What follows belongs to an exercise in optimizing a design on an open flow for small area, a short achievable clock period and few clock cycles per item; a production flow would make more cautious choices.
The RTL was checked by simulation tests, not by an equivalence proof against the original design.
Power and IR drop assume default switching activity.

==> run Z <==
==> flow/design.v <==
`timescale 1ns / 1ps
package plist_pkg;
    localparam int POS_W = 16;
    localparam int VAL_W = 32;
    localparam int CAP   = 64;
    typedef enum logic [1:0] {
        CMD_INS_POS  = 2'd0,
        CMD_REM_POS  = 2'd1,
        CMD_INS_BACK = 2'd2,
        CMD_REM_BACK = 2'd3
    } cmd_t;
endpackage
`timescale 1ns / 1ps
module plist_cell (
    input  logic                        clk,
    input  logic                        we,
    input  logic [plist_pkg::VAL_W-1:0] value_in,
    output logic [plist_pkg::VAL_W-1:0] data
);
    always_ff @(posedge clk)
    begin
        if (we)
            data <= value_in;
    end
endmodule
`timescale 1ns / 1ps
module positional_list_engine #(
    parameter int CAPACITY = 64
) (
    input  logic                                    clk,
    input  logic                                    rst_n,
    input  logic                                    in_valid,
    output logic                                    in_ready,
    input  logic [1:0]                              cmd,
    input  logic signed [plist_pkg::POS_W-1:0]      position,
    input  logic signed [plist_pkg::VAL_W-1:0]      value_in,
    output logic                                    out_valid,
    input  logic                                    out_ready,
    output logic signed [plist_pkg::VAL_W-1:0]      value_out,
    output logic [$clog2(CAPACITY+1)-1:0]           entry_count,
    output logic                                    full_drop,
    output logic                                    remove_miss
);
    localparam int N  = plist_pkg::CAP;
    localparam int VW = plist_pkg::VAL_W;
    localparam int RW = VW + 7 + 2;         
    localparam int QD = 3;                  
    logic            accept;
    logic            r_v;
    logic            r_ins;
    logic            r_back;
    logic [6:0]      r_pc;
    logic [VW-1:0]   r_val;
    assign accept = in_valid && in_ready;
    assign r_v    = accept;
    assign r_ins  = !cmd[0];
    assign r_back = cmd[1];
    assign r_val  = value_in;
    always_comb
    begin
        if (position[plist_pkg::POS_W-1])
            r_pc = 7'd0;
        else if (|position[plist_pkg::POS_W-2:6])
            r_pc = 7'd64;
        else
            r_pc = {1'b0, position[5:0]};
    end
    logic [6:0]      n;
    logic [6:0]      n_next;
    logic            full;
    logic            empty;
    logic            pc_ge_n;
    logic            ok;
    logic            do_ins;
    logic            do_rem;
    logic [N:0]      t_n;                   
    logic [N-1:0]    t_p;                   
    logic [N-1:0]    ge;                    
    function automatic logic [N:0] therm65(input logic [6:0] v);
        logic [8:0] hi_oh;                  
        logic [7:0] lo_oh;                  
        logic [8:0] hi_gt;                  
        logic [7:0] lo_ge;                  
        logic [N:0] t;
        for (int h = 0; h < 9; h++)
            hi_oh[h] = (v[6:3] == 4'(h));
        for (int l = 0; l < 8; l++)
            lo_oh[l] = (v[2:0] == 3'(l));
        hi_gt[0] = 1'b0;
        for (int h = 1; h < 9; h++)
            hi_gt[h] = hi_gt[h-1] || hi_oh[h-1];
        lo_ge[0] = lo_oh[0];
        for (int l = 1; l < 8; l++)
            lo_ge[l] = lo_ge[l-1] || lo_oh[l];
        for (int c = 0; c <= N; c++)
            t[c] = hi_gt[c / 8] || (hi_oh[c / 8] && lo_ge[c % 8]);
        therm65 = t;
    endfunction
    assign full    = n[6];
    assign empty   = (n == 7'd0);
    assign pc_ge_n = !position[plist_pkg::POS_W-1]
                   && ((|position[plist_pkg::POS_W-2:6]) || t_n[position[5:0]]);
    always_comb
    begin
        if (r_ins)
            ok = !full;
        else if (r_back)
            ok = !empty;
        else
            ok = !empty && !pc_ge_n;
    end
    assign do_ins = r_v && r_ins && ok;
    assign do_rem = r_v && !r_ins && ok;
    logic [6:0]      n_inc;
    logic [6:0]      n_dec;
    assign n_inc  = n + 7'd1;
    assign n_dec  = n - 7'd1;
    assign n_next = ({7{do_ins}} & n_inc) | ({7{do_rem}} & n_dec)
                  | ({7{!do_ins && !do_rem}} & n);
    logic [N:0]      t_p65;
    assign t_n   = therm65(n);
    assign t_p65 = therm65(r_pc);
    assign t_p   = t_p65[N-1:0];
    always_comb
    begin
        for (int c = 0; c < N; c++)
        begin
            if (r_ins)
                ge[c] = (t_p[c] && !r_back) || t_n[c];
            else if (r_back)
                ge[c] = t_n[c+1];
            else
                ge[c] = t_p[c];
        end
    end
    logic            s_v;
    logic            s_ins;
    logic            s_rem;
    logic [N-1:0]    s_ge;
    logic [N-1:0]    s_eq;
    logic [VW-1:0]   s_val;
    logic [6:0]      s_cnt;
    logic            s_drop;
    logic            s_miss;
    logic [N-1:0]    s_wsel;                
    logic [5:0]      s_slot_n;              
    logic            s_reuse;               
    always_ff @(posedge clk)
    begin
        s_wsel   <= {N{do_ins && any_free}} & first_free;
        s_slot_n <= first_n;
        s_reuse  <= do_ins && !any_free;
        s_ge   <= ge;
        s_eq   <= ge & ~{ge[N-2:0], 1'b0};
        s_val  <= r_val;
        s_cnt  <= n_next;
        s_drop <= r_ins && !ok;
        s_miss <= !r_ins && !ok;
    end
    logic [N-1:0]    free_map;
    logic [N-1:0]    avail;
    logic [N-1:0]    first_free;            
    logic            any_free;
    logic [5:0]      first_n;
    logic [5:0]      rem_slot;              
    logic [N-1:0]    rem_dec;
    logic [N-1:0]    t_rsel;                
    logic [5:0]      t_slot_n;              
    logic [N-1:0]    s_we;                  
    logic [5:0]      s_new_n;               
    function automatic logic [7:0] first8(input logic [7:0] v);
        logic [7:0] f;
        for (int k = 0; k < 8; k++)
            f[k] = v[k] && !(|(v & ((8'd1 << k) - 8'd1)));
        first8 = f;
    endfunction
    function automatic logic [2:0] enc8(input logic [7:0] v);
        logic [2:0] e;
        e = '0;
        for (int k = 0; k < 8; k++)
            e = e | ({3{v[k]}} & 3'(k));
        enc8 = e;
    endfunction
    assign s_we    = s_reuse ? t_rsel : s_wsel;
    assign s_new_n = s_reuse ? t_slot_n : s_slot_n;
    assign avail   = free_map & ~s_wsel;
    logic [7:0]      grp_any;
    logic [7:0]      grp_first;
    logic [7:0]      in_first [8];
    logic [7:0]      in_sel;
    always_comb
    begin
        for (int g = 0; g < 8; g++)
        begin
            grp_any[g] = |avail[8*g +: 8];
            in_first[g] = first8(avail[8*g +: 8]);
        end
        grp_first = first8(grp_any);
        any_free  = |grp_any;
        in_sel    = '0;
        for (int g = 0; g < 8; g++)
        begin
            in_sel = in_sel | ({8{grp_first[g]}} & in_first[g]);
            for (int k = 0; k < 8; k++)
                first_free[8*g + k] = grp_first[g] && in_first[g][k];
        end
        first_n = {enc8(grp_first), enc8(in_sel)};
    end
    logic [5:0]      ptr [N];
    logic [VW-1:0]   data_w [N];
    always_comb
    begin
        rem_slot = '0;
        for (int p = 0; p < N; p++)
            rem_slot = rem_slot | ({6{s_eq[p]}} & ptr[p]);
        for (int s = 0; s < N; s++)
            rem_dec[s] = (rem_slot == 6'(s));
    end
    for (genvar p = 0; p < N; p++)
    begin : g_ptr
        logic [5:0] left_p;
        logic [5:0] right_p;
        logic       sel_hold;
        logic       sel_left;
        logic       sel_right;
        logic       sel_new;
        if (p == 0)
        begin : g_first
            assign left_p = s_new_n;
        end
        else
        begin : g_left
            assign left_p = ptr[p-1];
        end
        if (p == N - 1)
        begin : g_last
            assign right_p = '0;
        end
        else
        begin : g_right
            assign right_p = ptr[p+1];
        end
        assign sel_hold  = !(s_ge[p] && (s_ins || s_rem));
        assign sel_left  = s_ins && s_ge[p] && !s_eq[p];
        assign sel_right = s_rem && s_ge[p];
        assign sel_new   = s_ins && s_eq[p];
        always_ff @(posedge clk)
        begin
            ptr[p] <= ({6{sel_hold}}  & ptr[p])
                    | ({6{sel_left}}  & left_p)
                    | ({6{sel_right}} & right_p)
                    | ({6{sel_new}}   & s_new_n);
        end
    end
    for (genvar s = 0; s < N; s++)
    begin : g_slot
        plist_cell u_cell (
            .clk      (clk),
            .we       (s_we[s]),
            .value_in (s_val),
            .data     (data_w[s])
        );
    end
    always_ff @(posedge clk or negedge rst_n)
    begin
        if (!rst_n)
            free_map <= '1;
        else
            free_map <= (free_map & ~s_wsel)
                      | ({N{s_rem && !(do_ins && !any_free)}} & rem_dec);
    end
    logic            t_v;
    logic [6:0]      t_cnt;
    logic            t_drop;
    logic            t_miss;
    logic [VW-1:0]   rd_val;
    always_ff @(posedge clk)
    begin
        t_rsel   <= {N{s_rem}} & rem_dec;
        t_slot_n <= rem_slot;
        t_cnt  <= s_cnt;
        t_drop <= s_drop;
        t_miss <= s_miss;
    end
    always_comb
    begin
        rd_val = '0;
        for (int s = 0; s < N; s++)
            rd_val = rd_val | ({VW{t_rsel[s]}} & data_w[s]);
    end
    logic [RW-1:0]   q [QD];
    logic [RW-1:0]   res;
    logic [QD:0]     occ;                   
    logic [QD-1:0]   kept;                  
    logic [QD-1:0]   occ_next;
    logic            take;
    logic [2:0]      owed;                  
    logic [2:0]      owed_next;
    logic            room;
    assign res  = {rd_val, t_cnt, t_drop, t_miss};
    assign take = occ[0] && out_ready;
    always_comb
    begin
        for (int j = 0; j < QD; j++)
            kept[j] = take ? occ[j+1] : occ[j];
        for (int j = 0; j < QD; j++)
            occ_next[j] = kept[j] || (t_v && ((j == 0) || kept[(j + QD - 1) % QD]));
    end
    always_ff @(posedge clk)
    begin
        for (int j = 0; j < QD; j++)
        begin
            if (take || !occ[j])
                q[j] <= (take && occ[j+1]) ? q[(j + 1) % QD] : res;
        end
    end
    assign owed_next = owed + {2'b0, accept} - {2'b0, take};
    assign in_ready  = room || take;
    always_ff @(posedge clk or negedge rst_n)
    begin
        if (!rst_n)
        begin
            n         <= '0;
            s_v       <= 1'b0;
            s_ins     <= 1'b0;
            s_rem     <= 1'b0;
            t_v       <= 1'b0;
            occ       <= '0;
            owed      <= '0;
            room      <= 1'b0;
        end
        else
        begin
            n         <= n_next;
            s_v       <= r_v;
            s_ins     <= do_ins;
            s_rem     <= do_rem;
            t_v       <= s_v;
            occ       <= {1'b0, occ_next};
            owed      <= owed_next;
            room      <= (owed_next < 3'(QD));
        end
    end
    assign out_valid   = occ[0];
    assign value_out   = q[0][RW-1 -: VW];
    assign entry_count = q[0][8:2];
    assign full_drop   = q[0][1];
    assign remove_miss = q[0][0];
endmodule
==> flow/run.sh <==
#!/bin/bash
# synth_recipe.tcl (not shown) runs the flow's synth.tcl, then flattens the netlist and writes it again
# the make line also repeats each setting of config.mk as NAME=value (left out here)
make -C /OpenROAD-flow-scripts/flow DESIGN_CONFIG=/design/flow/config.mk WORK_HOME=/design/flow/orfs CLKGATE_MAP_FILE= SYNTH_SCRIPT=/design/flow/synth_recipe.tcl finish
==> flow/config.mk <==
export PLATFORM = sky130hd
export DESIGN_NAME = positional_list_engine
export DESIGN_NICKNAME = positional_list_engine
export VERILOG_FILES = /design/flow/design.v
export SDC_FILE = /design/flow/constraint.sdc
export NUM_CORES = 4
export LEC_CHECK = 0
export CAP_MARGIN = 20
export CELL_PAD_IN_SITES_DETAIL_PLACEMENT = 1
export CELL_PAD_IN_SITES_GLOBAL_PLACEMENT = 1
export CORE_MARGIN = 2
export CORE_UTILIZATION = 40
export CTS_CLUSTER_DIAMETER = 60
export CTS_CLUSTER_SIZE = 30
export PLACE_DENSITY = 0.55
export SETUP_SLACK_MARGIN = 2.3
export SLEW_MARGIN = 20
export TNS_END_PERCENT = 100
==> flow/constraint.sdc <==
create_clock -name core_clock -period 5.0 [get_ports {clk}]
set_input_delay 1.0000 -clock core_clock [delete_from_list [all_inputs] [get_ports {clk}]]
set_output_delay 1.0000 -clock core_clock [all_outputs]
set_load 0.01 [all_outputs]
==> inputs of run K, as changes to run Z <==
--- a/flow/design.v
+++ b/flow/design.v
@@ -45,24 +45,28 @@
     localparam int VW = plist_pkg::VAL_W;
     localparam int RW = VW + 7 + 2;         
-    localparam int QD = 3;                  
+    localparam int QD = 4;                  
     logic            accept;
     logic            r_v;
     logic            r_ins;
     logic            r_back;
-    logic [6:0]      r_pc;
+    logic [6:0]      r_pc;                  
     logic [VW-1:0]   r_val;
+    logic [6:0]      pc_in;
     assign accept = in_valid && in_ready;
-    assign r_v    = accept;
-    assign r_ins  = !cmd[0];
-    assign r_back = cmd[1];
-    assign r_val  = value_in;
     always_comb
     begin
         if (position[plist_pkg::POS_W-1])
-            r_pc = 7'd0;
+            pc_in = 7'd0;
         else if (|position[plist_pkg::POS_W-2:6])
-            r_pc = 7'd64;
+            pc_in = 7'd64;
         else
-            r_pc = {1'b0, position[5:0]};
+            pc_in = {1'b0, position[5:0]};
+    end
+    always_ff @(posedge clk)
+    begin
+        r_ins  <= !cmd[0];
+        r_back <= cmd[1];
+        r_pc   <= pc_in;
+        r_val  <= value_in;
     end
     logic [6:0]      n;
@@ -99,6 +103,5 @@
     assign full    = n[6];
     assign empty   = (n == 7'd0);
-    assign pc_ge_n = !position[plist_pkg::POS_W-1]
-                   && ((|position[plist_pkg::POS_W-2:6]) || t_n[position[5:0]]);
+    assign pc_ge_n = (r_pc >= n);
     always_comb
     begin
@@ -112,10 +115,12 @@
     assign do_ins = r_v && r_ins && ok;
     assign do_rem = r_v && !r_ins && ok;
-    logic [6:0]      n_inc;
-    logic [6:0]      n_dec;
-    assign n_inc  = n + 7'd1;
-    assign n_dec  = n - 7'd1;
-    assign n_next = ({7{do_ins}} & n_inc) | ({7{do_rem}} & n_dec)
-                  | ({7{!do_ins && !do_rem}} & n);
+    always_comb
+    begin
+        n_next = n;
+        if (do_ins)
+            n_next = n + 7'd1;
+        else if (do_rem)
+            n_next = n - 7'd1;
+    end
     logic [N:0]      t_p65;
     assign t_n   = therm65(n);
@@ -143,12 +148,12 @@
     logic            s_drop;
     logic            s_miss;
-    logic [N-1:0]    s_wsel;                
+    logic [N-1:0]    s_slot;                
     logic [5:0]      s_slot_n;              
-    logic            s_reuse;               
+    logic [N-1:0]    pick;                  
+    logic [5:0]      pick_n;
     always_ff @(posedge clk)
     begin
-        s_wsel   <= {N{do_ins && any_free}} & first_free;
-        s_slot_n <= first_n;
-        s_reuse  <= do_ins && !any_free;
+        s_slot   <= pick;
+        s_slot_n <= pick_n;
         s_ge   <= ge;
         s_eq   <= ge & ~{ge[N-2:0], 1'b0};
@@ -165,8 +170,4 @@
     logic [5:0]      rem_slot;              
     logic [N-1:0]    rem_dec;
-    logic [N-1:0]    t_rsel;                
-    logic [5:0]      t_slot_n;              
-    logic [N-1:0]    s_we;                  
-    logic [5:0]      s_new_n;               
     function automatic logic [7:0] first8(input logic [7:0] v);
         logic [7:0] f;
@@ -182,7 +183,5 @@
         enc8 = e;
     endfunction
-    assign s_we    = s_reuse ? t_rsel : s_wsel;
-    assign s_new_n = s_reuse ? t_slot_n : s_slot_n;
-    assign avail   = free_map & ~s_wsel;
+    assign avail = free_map & ~({N{s_ins}} & s_slot);
     logic [7:0]      grp_any;
     logic [7:0]      grp_first;
@@ -207,5 +206,8 @@
         first_n = {enc8(grp_first), enc8(in_sel)};
     end
+    assign pick   = any_free ? first_free : rem_dec;
+    assign pick_n = any_free ? first_n : rem_slot;
     logic [5:0]      ptr [N];
+    logic [N-1:0]    t_rsel;                
     logic [VW-1:0]   data_w [N];
     always_comb
@@ -227,5 +229,5 @@
         if (p == 0)
         begin : g_first
-            assign left_p = s_new_n;
+            assign left_p = s_slot_n;
         end
         else
@@ -250,5 +252,5 @@
                     | ({6{sel_left}}  & left_p)
                     | ({6{sel_right}} & right_p)
-                    | ({6{sel_new}}   & s_new_n);
+                    | ({6{sel_new}}   & s_slot_n);
         end
     end
@@ -257,5 +259,5 @@
         plist_cell u_cell (
             .clk      (clk),
-            .we       (s_we[s]),
+            .we       (s_ins && s_slot[s]),
             .value_in (s_val),
             .data     (data_w[s])
@@ -267,6 +269,6 @@
             free_map <= '1;
         else
-            free_map <= (free_map & ~s_wsel)
-                      | ({N{s_rem && !(do_ins && !any_free)}} & rem_dec);
+            free_map <= (free_map & ~({N{s_ins}} & s_slot))
+                      | ({N{s_rem}} & rem_dec);
     end
     logic            t_v;
@@ -277,6 +279,5 @@
     always_ff @(posedge clk)
     begin
-        t_rsel   <= {N{s_rem}} & rem_dec;
-        t_slot_n <= rem_slot;
+        t_rsel <= {N{s_rem}} & rem_dec;
         t_cnt  <= s_cnt;
         t_drop <= s_drop;
@@ -322,4 +323,5 @@
         begin
             n         <= '0;
+            r_v       <= 1'b0;
             s_v       <= 1'b0;
             s_ins     <= 1'b0;
@@ -333,4 +335,5 @@
         begin
             n         <= n_next;
+            r_v       <= accept;
             s_v       <= r_v;
             s_ins     <= do_ins;
Settings changed: SETUP_SLACK_MARGIN 2.3 to 2.5, TNS_END_PERCENT 100 to 30.
==> inputs of run M, as changes to run Z <==
--- a/flow/design.v
+++ b/flow/design.v
@@ -146,9 +146,14 @@
     logic [5:0]      s_slot_n;              
     logic            s_reuse;               
+    logic [7:0]      t_hi;                  
+    logic [7:0]      t_lo;                  
+    logic            t_rem;                 
+    logic [N-1:0]    t_rsel;                
+    logic [5:0]      t_slot_n;              
     always_ff @(posedge clk)
     begin
-        s_wsel   <= {N{do_ins && any_free}} & first_free;
-        s_slot_n <= first_n;
-        s_reuse  <= do_ins && !any_free;
+        s_wsel   <= {N{do_ins}} & (any_free ? first_free : t_rsel);
+        s_slot_n <= any_free ? first_n : t_slot_n;
+        s_reuse  <= do_ins && !any_free && !t_rem;
         s_ge   <= ge;
         s_eq   <= ge & ~{ge[N-2:0], 1'b0};
@@ -164,7 +169,4 @@
     logic [5:0]      first_n;
     logic [5:0]      rem_slot;              
-    logic [N-1:0]    rem_dec;
-    logic [N-1:0]    t_rsel;                
-    logic [5:0]      t_slot_n;              
     logic [N-1:0]    s_we;                  
     logic [5:0]      s_new_n;               
@@ -214,6 +216,10 @@
         for (int p = 0; p < N; p++)
             rem_slot = rem_slot | ({6{s_eq[p]}} & ptr[p]);
+    end
+    assign t_rem = |t_hi;
+    always_comb
+    begin
         for (int s = 0; s < N; s++)
-            rem_dec[s] = (rem_slot == 6'(s));
+            t_rsel[s] = t_hi[s / 8] && t_lo[s % 8];
     end
     for (genvar p = 0; p < N; p++)
@@ -267,6 +273,5 @@
             free_map <= '1;
         else
-            free_map <= (free_map & ~s_wsel)
-                      | ({N{s_rem && !(do_ins && !any_free)}} & rem_dec);
+            free_map <= (free_map & ~s_wsel) | (t_rsel & ~{N{s_reuse}});
     end
     logic            t_v;
@@ -277,5 +282,9 @@
     always_ff @(posedge clk)
     begin
-        t_rsel   <= {N{s_rem}} & rem_dec;
+        for (int k = 0; k < 8; k++)
+        begin
+            t_hi[k] <= s_rem && (rem_slot[5:3] == 3'(k));
+            t_lo[k] <= (rem_slot[2:0] == 3'(k));
+        end
         t_slot_n <= rem_slot;
         t_cnt  <= s_cnt;
@@ -285,7 +294,13 @@
     always_comb
     begin
+        logic [VW-1:0] grp;
         rd_val = '0;
-        for (int s = 0; s < N; s++)
-            rd_val = rd_val | ({VW{t_rsel[s]}} & data_w[s]);
+        for (int h = 0; h < 8; h++)
+        begin
+            grp = '0;
+            for (int l = 0; l < 8; l++)
+                grp = grp | ({VW{t_lo[l]}} & data_w[8*h + l]);
+            rd_val = rd_val | ({VW{t_hi[h]}} & grp);
+        end
     end
     logic [RW-1:0]   q [QD];
@@ -307,7 +322,14 @@
             occ_next[j] = kept[j] || (t_v && ((j == 0) || kept[(j + QD - 1) % QD]));
     end
+    always_ff @(posedge clk or negedge rst_n)
+    begin
+        if (!rst_n)
+            q[0] <= '0;
+        else if (take || !occ[0])
+            q[0] <= (take && occ[1]) ? q[1] : res;
+    end
     always_ff @(posedge clk)
     begin
-        for (int j = 0; j < QD; j++)
+        for (int j = 1; j < QD; j++)
         begin
             if (take || !occ[j])
Settings changed: CTS_CLUSTER_DIAMETER 60 to 50.
==> run_results.csv <==
group,metric,value,unit
setup_path,path_delay_family,"simple AND/OR/NAND/NOR gates",
run_status,outcome,"timing/DRC/antenna clean",
logic_synthesis,synth_common_cells,"edfxtp_1, nand2_1, dfxtp_1",
clock_network,cts_resized,866,
logic_synthesis,muxShareOfSynthArea,0.270,%
place,place_congestion,1.00,
finish,area.sequential,83700,µm²
# the run above: run K

==> run_results.csv <==
group,metric,value,unit
power,power_leader,"registers",
power,leakagePower,45.6,nW
route,wl_met2,252000,µm
clock_network,cts_resized,564,
run_status,outcome,"timing/DRC/antenna clean",
finish,area.sequential,81900,µm²
setup_path,path_delay_family,"flip-flops",
logic_synthesis,muxShareOfSynthArea,0.921,%
place,place_congestion,1.06,
# the run above: run Z

==> run_results.csv <==
group,metric,value,unit
logic_synthesis,synth_common_cells,"edfxtp_1, a22oi_1, dfxtp_1",
place,place_congestion,1.01,
logic_synthesis,muxShareOfSynthArea,0.877,%
clock_network,cts_resized,325,
finish,area.sequential,80400,µm²
run_status,outcome,"timing/DRC/antenna clean",
# the run above: run M

Testbench counts of run Z, summed over its fixed seeds: cycles 16,024, items 16,000.
Testbench counts of run K, summed over its fixed seeds: cycles 16,032, items 16,000.
Testbench counts of run M, summed over its fixed seeds: cycles 16,024, items 16,000.

==> re-timing with driven ports <==
How much do the figures lean on ideal ports? The routed layouts below were timed once more, with nothing changed but the port constraints.
Step 1, drivers: a clkbuf_16 drives clk and a buf_2 each remaining input, both assumed.
Step 2 moves the port delays by t, midway between the first and last clock arrival at a register: inputs arrive t later, outputs are due t later. That takes back most of the time a late clock gives input paths.
Slacks: ideal / step 1 / step 2; pairs: ideal / step 1.
run | shift t [ns] | slack for setup (ns) | clock arrival spread, ns
run Z | 1.034 | 2.023 / 1.919 / 1.290 | 0.103 / 0.103
run K | 1.038 | 1.787 / 1.787 / 1.620 | 0.107 / 0.107
run M | 1.024 | 2.102 / 2.102 / 1.395 | 0.064 / 0.064
After both steps setup and hold are still met in every run listed. The setup slack of run Z, which loses most, moves by -0.104 ns with the drivers and by -0.733 ns with both steps.
